Background: an optimization exercise with open tools, aiming at small area, a short achievable clock period and few clock cycles per item. Do not read the settings as production practice. In this exercise RTL edits were held to simulation tests only and were not proved equivalent to the original. No activity file was given, so power comes from the tool's default toggle rates.

==> inputs of delta <==
Design byte_coded_alu_cpu_step, start of the top module:
module byte_coded_alu_cpu_step (
  input  logic        clk,
  input  logic        rst_n,
  input  logic        in_valid,
  output logic        in_ready,
  input  logic [32:0] in_data,
  output logic        out_valid,
  input  logic        out_ready,
  output logic [44:0] out_data
);
make LEC_CHECK=0 CAP_MARGIN=20 CORE_MARGIN=2 CORE_UTILIZATION=30 PLACE_DENSITY=0.5 SETUP_SLACK_MARGIN=1.5 SLEW_MARGIN=20 finish   # period 7.0 ns
run.sh (not shown) runs the stock make flow with config.mk's settings and CLKGATE_MAP_FILE= SYNTH_SCRIPT=/design/flow/synth_recipe.tcl, a recipe that flattens the netlist after the stock synthesis.
==> pepper: changes against delta <==
--- a/flow/design.v
+++ b/flow/design.v
@@ -98,23 +98,23 @@
   logic        fwd1, fwd2;
   logic [32:0] M;
   logic [31:0] Q;
   logic        ov_r;
   logic [44:0] od_r;
   logic        sk_v;
   logic [1:0]  sk_st;
-  typedef enum logic [2:0] {U_IDLE, U_MUL, U_ALIGN, U_DIV, U_FIX} ustate_t;
+  typedef enum logic [2:0] {U_IDLE, U_MUL, U_DIV, U_FIX, U_ZQ} ustate_t;
   ustate_t     us;
   logic [31:0] P;
   logic        qm1_unused;
   logic [2:0]  bd0, bd1;       
   logic        m_last;
   logic [4:0]  cnt;
   logic        u_sx, u_sy, u_isdiv;
-  logic [5:0]  lz_d_r, lz_v_r;
+  logic        pend;           
   function automatic logic [33:0] ks_add(input logic [33:0] a, input logic [33:0] b,
                                          input logic cin);
     logic [33:0] p, g, gp, pp, ng, np;
     p  = a ^ b;
     g  = a & b;
     gp = g;
     gp[0] = g[0] | (p[0] & cin);
@@ -179,54 +179,41 @@
   logic [7:0] pc_short, pc_long, pc_next_seq;
   assign pc_short = pc_r + 8'd3;
   assign pc_long  = pc_r + 8'd4;
   assign pc_next_seq = q_len4 ? pc_long : pc_short;
   logic [33:0] ta, tb, tc, cs_s, cs_c, usum;
   logic        cin0, cin1;
   logic [33:0] pp0, pp1;
+  logic oh_mul, oh_div, oh_fix;
+  ustate_t us_nxt;
   always_comb begin
     pp0 = {1'b0, (bd0[2] ? {1'b0, M[31:0]} : 33'd0) | (bd0[1] ? {M[31:0], 1'b0} : 33'd0)}
           ^ {34{bd0[0]}};
     pp1 = {1'b0, (bd1[2] ? {M[30:0], 2'd0} : 33'd0) | (bd1[1] ? {M[29:0], 3'd0} : 33'd0)}
           ^ {34{bd1[0]}};
-    ta = {2'b00, P};
-    tb = 34'd0;
-    tc = 34'd0;
-    cin0 = 1'b0;
-    cin1 = 1'b0;
-    case (us)
-      U_MUL: begin
-        tb = pp0; cin0 = bd0[0];
-        tc = pp1; cin1 = bd1[0];
-      end
-      U_ALIGN: begin             
-        cin1 = 1'b1;
-      end
-      U_DIV: begin               
-        tb   = {M[32], M} ^ {34{!u_sy}};
-        cin1 = !u_sy;
-      end
-      U_FIX: begin               
-        ta   = 34'd0;
-        tb   = ~{M[32], M};
-        cin1 = 1'b1;
-      end
-      default: ;
-    endcase
+    ta   = oh_fix ? 34'd0 : {2'b00, P};
+    tb   = (oh_mul ? pp0 : 34'd0) |
+           (oh_div ? ({M[32], M} ^ {34{!u_sy}}) : 34'd0) |
+           (oh_fix ? ~{M[32], M} : 34'd0);
+    tc   = oh_mul ? pp1 : 34'd0;
+    cin0 = (oh_mul & bd0[0]) | (oh_div & pend);
+    cin1 = (oh_mul & bd1[0]) | (oh_div & !u_sy) | (oh_fix & !(pend & !u_isdiv));
     cs_s = ta ^ tb ^ tc;
     cs_c = {((ta[32:0] & tb[32:0]) | (ta[32:0] & tc[32:0]) | (tb[32:0] & tc[32:0])), cin0};
     usum = ks_add(cs_s, cs_c, cin1);
   end
-  logic [5:0] lz_v;
+  logic [5:0] lz_d, lz_v0, lz_v;
   logic [6:0] sh_full;
   logic       sh_neg;
   logic [4:0] sh;
   always_comb begin
-    lz_v    = lz_v_r[5] ? 6'd31 : lz_v_r;
-    sh_full = {1'b0, lz_v} - {1'b0, lz_d_r} + {6'd0, u_sx};
+    lz_d    = clz32(xo ^ {32{xo[31]}});
+    lz_v0   = clz32(yo ^ {32{yo[31]}});
+    lz_v    = lz_v0[5] ? 6'd31 : lz_v0;
+    sh_full = {1'b0, lz_v} - {1'b0, lz_d} + {6'd0, xo[31]};
     sh_neg  = sh_full[6];
     sh      = sh_full[4:0];
   end
   logic        ge;
   logic [31:0] r_next, q_next, dval;
   logic        dneg;
   assign ge     = !usum[33];
@@ -273,29 +260,40 @@
       end
     end else if (!sk_v) begin
       c_pc = pc_long;
       case (us)
         U_MUL: if (m_last) begin
           unit_done = 1'b1; c_wv = usum[31:0];
         end
-        U_ALIGN: if (sh_neg) begin
-          unit_done = 1'b1; c_wv = u_isdiv ? 32'd0 : (P ^ {32{u_sx}});
-        end
         U_DIV: if (cnt == 5'd0 && !dneg) begin
           unit_done = 1'b1; c_wv = dval;
         end
         U_FIX: begin
           unit_done = 1'b1; c_wv = usum[31:0];
         end
+        U_ZQ: begin                        
+          unit_done = 1'b1; c_wv = u_isdiv ? 32'd0 : (P ^ {32{u_sx}});
+        end
         default: ;
       endcase
       c_en = unit_done;
       c_we = unit_done;
     end
   end
+  always_comb begin
+    us_nxt = us;
+    case (us)
+      U_IDLE:  if (start_mul) us_nxt = U_MUL; else if (start_div) us_nxt = sh_neg ? U_ZQ : U_DIV;
+      U_MUL:   if (unit_done) us_nxt = U_IDLE;
+      U_DIV:   if (unit_done) us_nxt = U_IDLE; else if (cnt == 5'd0 && dneg) us_nxt = U_FIX;
+      U_FIX:   if (unit_done) us_nxt = U_IDLE;
+      U_ZQ:    if (unit_done) us_nxt = U_IDLE;
+      default: us_nxt = U_IDLE;
+    endcase
+  end
   logic s2_leave;
   assign s2_leave = c_en;
   assign in_ready = !s2_v || s2_leave;
   logic take;
   assign take = in_valid && in_ready;
   logic [31:0] rd1, rd2;
   assign rd1 = vld[d_r1] ? rf[d_r1] : 32'd0;
@@ -330,14 +328,17 @@
       pc_r   <= 8'd0;
       eq_r   <= 1'b0;
       gt_r   <= 1'b0;
       halt_r <= 1'b0;
       ov_r   <= 1'b0;
       sk_v   <= 1'b0;
       us     <= U_IDLE;
+      oh_mul   <= 1'b0;
+      oh_div   <= 1'b0;
+      oh_fix   <= 1'b0;
     end else begin
       if (take)          s2_v <= 1'b1;
       else if (s2_leave) s2_v <= 1'b0;
       for (int i = 0; i < 8; i++) begin
         if (c_clr) vld[i] <= 1'b0;
         else if (c_we && (c_wa == 3'(i))) vld[i] <= 1'b1;
       end
@@ -350,22 +351,18 @@
       if (sk_v) begin
         if (consumed) sk_v <= 1'b0;
       end else if (c_en && ov_r && !out_ready) begin
         sk_v <= 1'b1;
       end
       if (consumed) ov_r <= sk_v || c_en;
       else          ov_r <= ov_r || c_en;
-      case (us)
-        U_IDLE:  if (start_mul) us <= U_MUL; else if (start_div) us <= U_ALIGN;
-        U_MUL:   if (unit_done) us <= U_IDLE;
-        U_ALIGN: if (unit_done) us <= U_IDLE; else if (!sh_neg) us <= U_DIV;
-        U_DIV:   if (unit_done) us <= U_IDLE; else if (cnt == 5'd0 && dneg) us <= U_FIX;
-        U_FIX:   if (unit_done) us <= U_IDLE;
-        default: us <= U_IDLE;
-      endcase
+      us       <= us_nxt;
+      oh_mul   <= (us_nxt == U_MUL);
+      oh_div   <= (us_nxt == U_DIV);
+      oh_fix   <= (us_nxt == U_FIX);
     end
   end
   always_ff @(posedge clk) begin
     if (sk_v) begin
       if (consumed) od_r <= {pc_r, P, eq_r, gt_r, halt_r, sk_st};
     end else if (c_en) begin
       if (!ov_r || out_ready) od_r <= {c_pc, c_we ? c_wv : 32'd0, c_eq, c_gt, c_halt, c_st};
@@ -379,28 +376,25 @@
     end else if (start_mul) begin
       M   <= {1'b0, xo};
       Q   <= yo;
       bd0 <= booth_dec({yo[1:0], 1'b0});
       bd1 <= booth_dec(yo[3:1]);
       m_last <= uniform29(yo[31:3]);
     end else if (start_div) begin
-      M       <= {yo[31], yo};
+      M       <= {yo[31], yo} << sh;
       Q       <= 32'd0;
     end else begin
       case (us)
         U_MUL: if (!m_last) begin
           M   <= {1'b0, M[27:0], 4'd0};
           Q   <= {{4{Q[31]}}, Q[31:4]};
           bd0 <= booth_dec(Q[5:3]);
           bd1 <= booth_dec(Q[7:5]);
           m_last <= uniform29({{4{Q[31]}}, Q[31:7]});
         end
-        U_ALIGN: if (!sh_neg) begin
-          M   <= M << sh;
-        end
         U_DIV: if (!(cnt == 5'd0 && !dneg)) begin
           Q   <= q_next;
           M   <= {M[32], M[32:1]};
           if (cnt == 5'd0) M <= {1'b0, dval};
         end
         default: ;
       endcase
@@ -412,25 +406,22 @@
     end else if (start_mul) begin
       P <= 32'd0;
     end else if (start_div) begin
       u_sx    <= xo[31];
       u_sy    <= yo[31];
       u_isdiv <= q_isdiv;
       P       <= xo ^ {32{xo[31]}};
-      lz_d_r  <= clz32(xo ^ {32{xo[31]}});
-      lz_v_r  <= clz32(yo ^ {32{yo[31]}});
+      pend    <= xo[31];
+      cnt     <= sh;
     end else begin
       case (us)
         U_MUL: if (!m_last) P <= usum[31:0];
-        U_ALIGN: if (!sh_neg) begin
-          if (u_sx) P <= usum[31:0];
-          cnt <= sh;
-        end
         U_DIV: if (!(cnt == 5'd0 && !dneg)) begin
           P   <= r_next;
+          if (ge) pend <= 1'b0;
           cnt <= cnt - 5'd1;
         end
         default: ;
       endcase
     end
   end
   assign out_valid = ov_r;
Settings changed: SETUP_SLACK_MARGIN 1.5 to 2.0.
==> fjord: changes against delta <==
--- a/flow/design.v
+++ b/flow/design.v
@@ -179,43 +179,28 @@
   logic [7:0] pc_short, pc_long, pc_next_seq;
   assign pc_short = pc_r + 8'd3;
   assign pc_long  = pc_r + 8'd4;
   assign pc_next_seq = q_len4 ? pc_long : pc_short;
   logic [33:0] ta, tb, tc, cs_s, cs_c, usum;
   logic        cin0, cin1;
   logic [33:0] pp0, pp1;
+  logic oh_mul, oh_align, oh_div, oh_fix;
+  ustate_t us_nxt;
   always_comb begin
     pp0 = {1'b0, (bd0[2] ? {1'b0, M[31:0]} : 33'd0) | (bd0[1] ? {M[31:0], 1'b0} : 33'd0)}
           ^ {34{bd0[0]}};
     pp1 = {1'b0, (bd1[2] ? {M[30:0], 2'd0} : 33'd0) | (bd1[1] ? {M[29:0], 3'd0} : 33'd0)}
           ^ {34{bd1[0]}};
-    ta = {2'b00, P};
-    tb = 34'd0;
-    tc = 34'd0;
-    cin0 = 1'b0;
-    cin1 = 1'b0;
-    case (us)
-      U_MUL: begin
-        tb = pp0; cin0 = bd0[0];
-        tc = pp1; cin1 = bd1[0];
-      end
-      U_ALIGN: begin             
-        cin1 = 1'b1;
-      end
-      U_DIV: begin               
-        tb   = {M[32], M} ^ {34{!u_sy}};
-        cin1 = !u_sy;
-      end
-      U_FIX: begin               
-        ta   = 34'd0;
-        tb   = ~{M[32], M};
-        cin1 = 1'b1;
-      end
-      default: ;
-    endcase
+    ta   = oh_fix ? 34'd0 : {2'b00, P};
+    tb   = (oh_mul ? pp0 : 34'd0) |
+           (oh_div ? ({M[32], M} ^ {34{!u_sy}}) : 34'd0) |
+           (oh_fix ? ~{M[32], M} : 34'd0);
+    tc   = oh_mul ? pp1 : 34'd0;
+    cin0 = oh_mul & bd0[0];
+    cin1 = (oh_mul & bd1[0]) | oh_align | (oh_div & !u_sy) | oh_fix;
     cs_s = ta ^ tb ^ tc;
     cs_c = {((ta[32:0] & tb[32:0]) | (ta[32:0] & tc[32:0]) | (tb[32:0] & tc[32:0])), cin0};
     usum = ks_add(cs_s, cs_c, cin1);
   end
   logic [5:0] lz_v;
   logic [6:0] sh_full;
   logic       sh_neg;
@@ -288,14 +273,25 @@
         end
         default: ;
       endcase
       c_en = unit_done;
       c_we = unit_done;
     end
   end
+  always_comb begin
+    us_nxt = us;
+    case (us)
+      U_IDLE:  if (start_mul) us_nxt = U_MUL; else if (start_div) us_nxt = U_ALIGN;
+      U_MUL:   if (unit_done) us_nxt = U_IDLE;
+      U_ALIGN: if (unit_done) us_nxt = U_IDLE; else if (!sh_neg) us_nxt = U_DIV;
+      U_DIV:   if (unit_done) us_nxt = U_IDLE; else if (cnt == 5'd0 && dneg) us_nxt = U_FIX;
+      U_FIX:   if (unit_done) us_nxt = U_IDLE;
+      default: us_nxt = U_IDLE;
+    endcase
+  end
   logic s2_leave;
   assign s2_leave = c_en;
   assign in_ready = !s2_v || s2_leave;
   logic take;
   assign take = in_valid && in_ready;
   logic [31:0] rd1, rd2;
   assign rd1 = vld[d_r1] ? rf[d_r1] : 32'd0;
@@ -330,14 +326,18 @@
       pc_r   <= 8'd0;
       eq_r   <= 1'b0;
       gt_r   <= 1'b0;
       halt_r <= 1'b0;
       ov_r   <= 1'b0;
       sk_v   <= 1'b0;
       us     <= U_IDLE;
+      oh_mul   <= 1'b0;
+      oh_align <= 1'b0;
+      oh_div   <= 1'b0;
+      oh_fix   <= 1'b0;
     end else begin
       if (take)          s2_v <= 1'b1;
       else if (s2_leave) s2_v <= 1'b0;
       for (int i = 0; i < 8; i++) begin
         if (c_clr) vld[i] <= 1'b0;
         else if (c_we && (c_wa == 3'(i))) vld[i] <= 1'b1;
       end
@@ -350,22 +350,19 @@
       if (sk_v) begin
         if (consumed) sk_v <= 1'b0;
       end else if (c_en && ov_r && !out_ready) begin
         sk_v <= 1'b1;
       end
       if (consumed) ov_r <= sk_v || c_en;
       else          ov_r <= ov_r || c_en;
-      case (us)
-        U_IDLE:  if (start_mul) us <= U_MUL; else if (start_div) us <= U_ALIGN;
-        U_MUL:   if (unit_done) us <= U_IDLE;
-        U_ALIGN: if (unit_done) us <= U_IDLE; else if (!sh_neg) us <= U_DIV;
-        U_DIV:   if (unit_done) us <= U_IDLE; else if (cnt == 5'd0 && dneg) us <= U_FIX;
-        U_FIX:   if (unit_done) us <= U_IDLE;
-        default: us <= U_IDLE;
-      endcase
+      us       <= us_nxt;
+      oh_mul   <= (us_nxt == U_MUL);
+      oh_align <= (us_nxt == U_ALIGN);
+      oh_div   <= (us_nxt == U_DIV);
+      oh_fix   <= (us_nxt == U_FIX);
     end
   end
   always_ff @(posedge clk) begin
     if (sk_v) begin
       if (consumed) od_r <= {pc_r, P, eq_r, gt_r, halt_r, sk_st};
     end else if (c_en) begin
       if (!ov_r || out_ready) od_r <= {c_pc, c_we ? c_wv : 32'd0, c_eq, c_gt, c_halt, c_st};
Settings changed: CORE_UTILIZATION 30 to 50, PLACE_DENSITY 0.5 to 0.65, SETUP_SLACK_MARGIN 1.5 to 3.0.
==> willow: changes against delta <==
Settings changed: SETUP_SLACK_MARGIN 1.5 to unset.
==> run summary <==
quantity                                                                              pepper                    fjord                   willow                    delta
Clock slew at reported path FFs                                                        70 ps                    70 ps                    60 ps                    70 ps
Simple-gate area share of the yosys netlist                                            0.143                    0.140                    0.139                    0.139
Cell area after technology mapping                                                 38000 µm²                37800 µm²                38100 µm²                38100 µm²
Max Clk Rate                                                                         169 MHz                  197 MHz                  153 MHz                  184 MHz
Post-route total power                                                               14.4 mW                  9.99 mW                  9.08 mW                  9.40 mW
Signed area change from the synthesized netlist to the final layout                    31.3%                    27.6%                    13.6%                    15.8%
Net switching power figure                                                           5.98 mW                  3.47 mW                  3.19 mW                  3.26 mW
FILL cells                                                                             12300                     5972                    12700                    12700
Unrepaired setup endpoints after global routing                                          yes                      yes                       no                      yes
Leakage power total                                                                  18.0 nW                  17.3 nW                  15.6 nW                  15.9 nW
Clock power share                                                                      0.206                    0.297                    0.315                    0.337
Number of flops mapped to enable cells by yosys                                          439                      450                      450                      450
Outcome                                                              complete, no violations  complete, no violations  complete, no violations  complete, no violations
Cell internal power dissipation                                                      8.39 mW                  6.52 mW                  5.89 mW                  6.15 mW
Clock network power consumption                                                      2.95 mW                  2.96 mW                  2.86 mW                  3.17 mW
Max Clock Skew                                                                       60.5 ps                  32.3 ps                  39.1 ps                  56.4 ps
Testbench counts of delta, summed over its fixed seeds: cycles 51,230, items 24,000.
Testbench counts of pepper, summed over its fixed seeds: cycles 49,470, items 24,000.
Testbench counts of fjord, summed over its fixed seeds: cycles 51,230, items 24,000.
Testbench counts of willow, summed over its fixed seeds: cycles 51,230, items 24,000.

-- static timing again, ports no longer ideal --
In the flow no input, the clock included, has a driving cell. The finished layouts below were timed again as built, in two steps. Step 1 assumes that a clkbuf_16 drives the clock port and a buf_2 every other input. Step 2 adds t to the input delays and takes it off the output delays; t is the mean of the earliest and latest rising clock arrival at the registers after step 1. Input paths then give back, and output paths get back, about the clock's delay inside the block. a / b / c = no drivers / after step 1 / after step 2; a / b = the first two.
run | t, ns | slack for setup (ns) | worst hold slack (ns) | worst register clock-pin slew, ns
delta | 0.717 | 1.554 / 1.529 / 1.204 | 0.426 / 0.426 / 0.426 | 0.07 / 0.07
pepper | 0.724 | 1.088 / 1.088 / 1.088 | 0.424 / 0.424 / 0.424 | 0.08 / 0.08
fjord | 0.691 | 1.922 / 1.922 / 1.752 | 0.488 / 0.488 / 0.488 | 0.08 / 0.08
willow | 0.708 | 0.459 / 0.459 / 0.459 | 0.487 / 0.487 / 0.487 | 0.08 / 0.08
After both steps every run listed still meets setup and hold. The setup slack of delta, which loses most, moves by -0.025 ns with the drivers and by -0.350 ns with both steps.
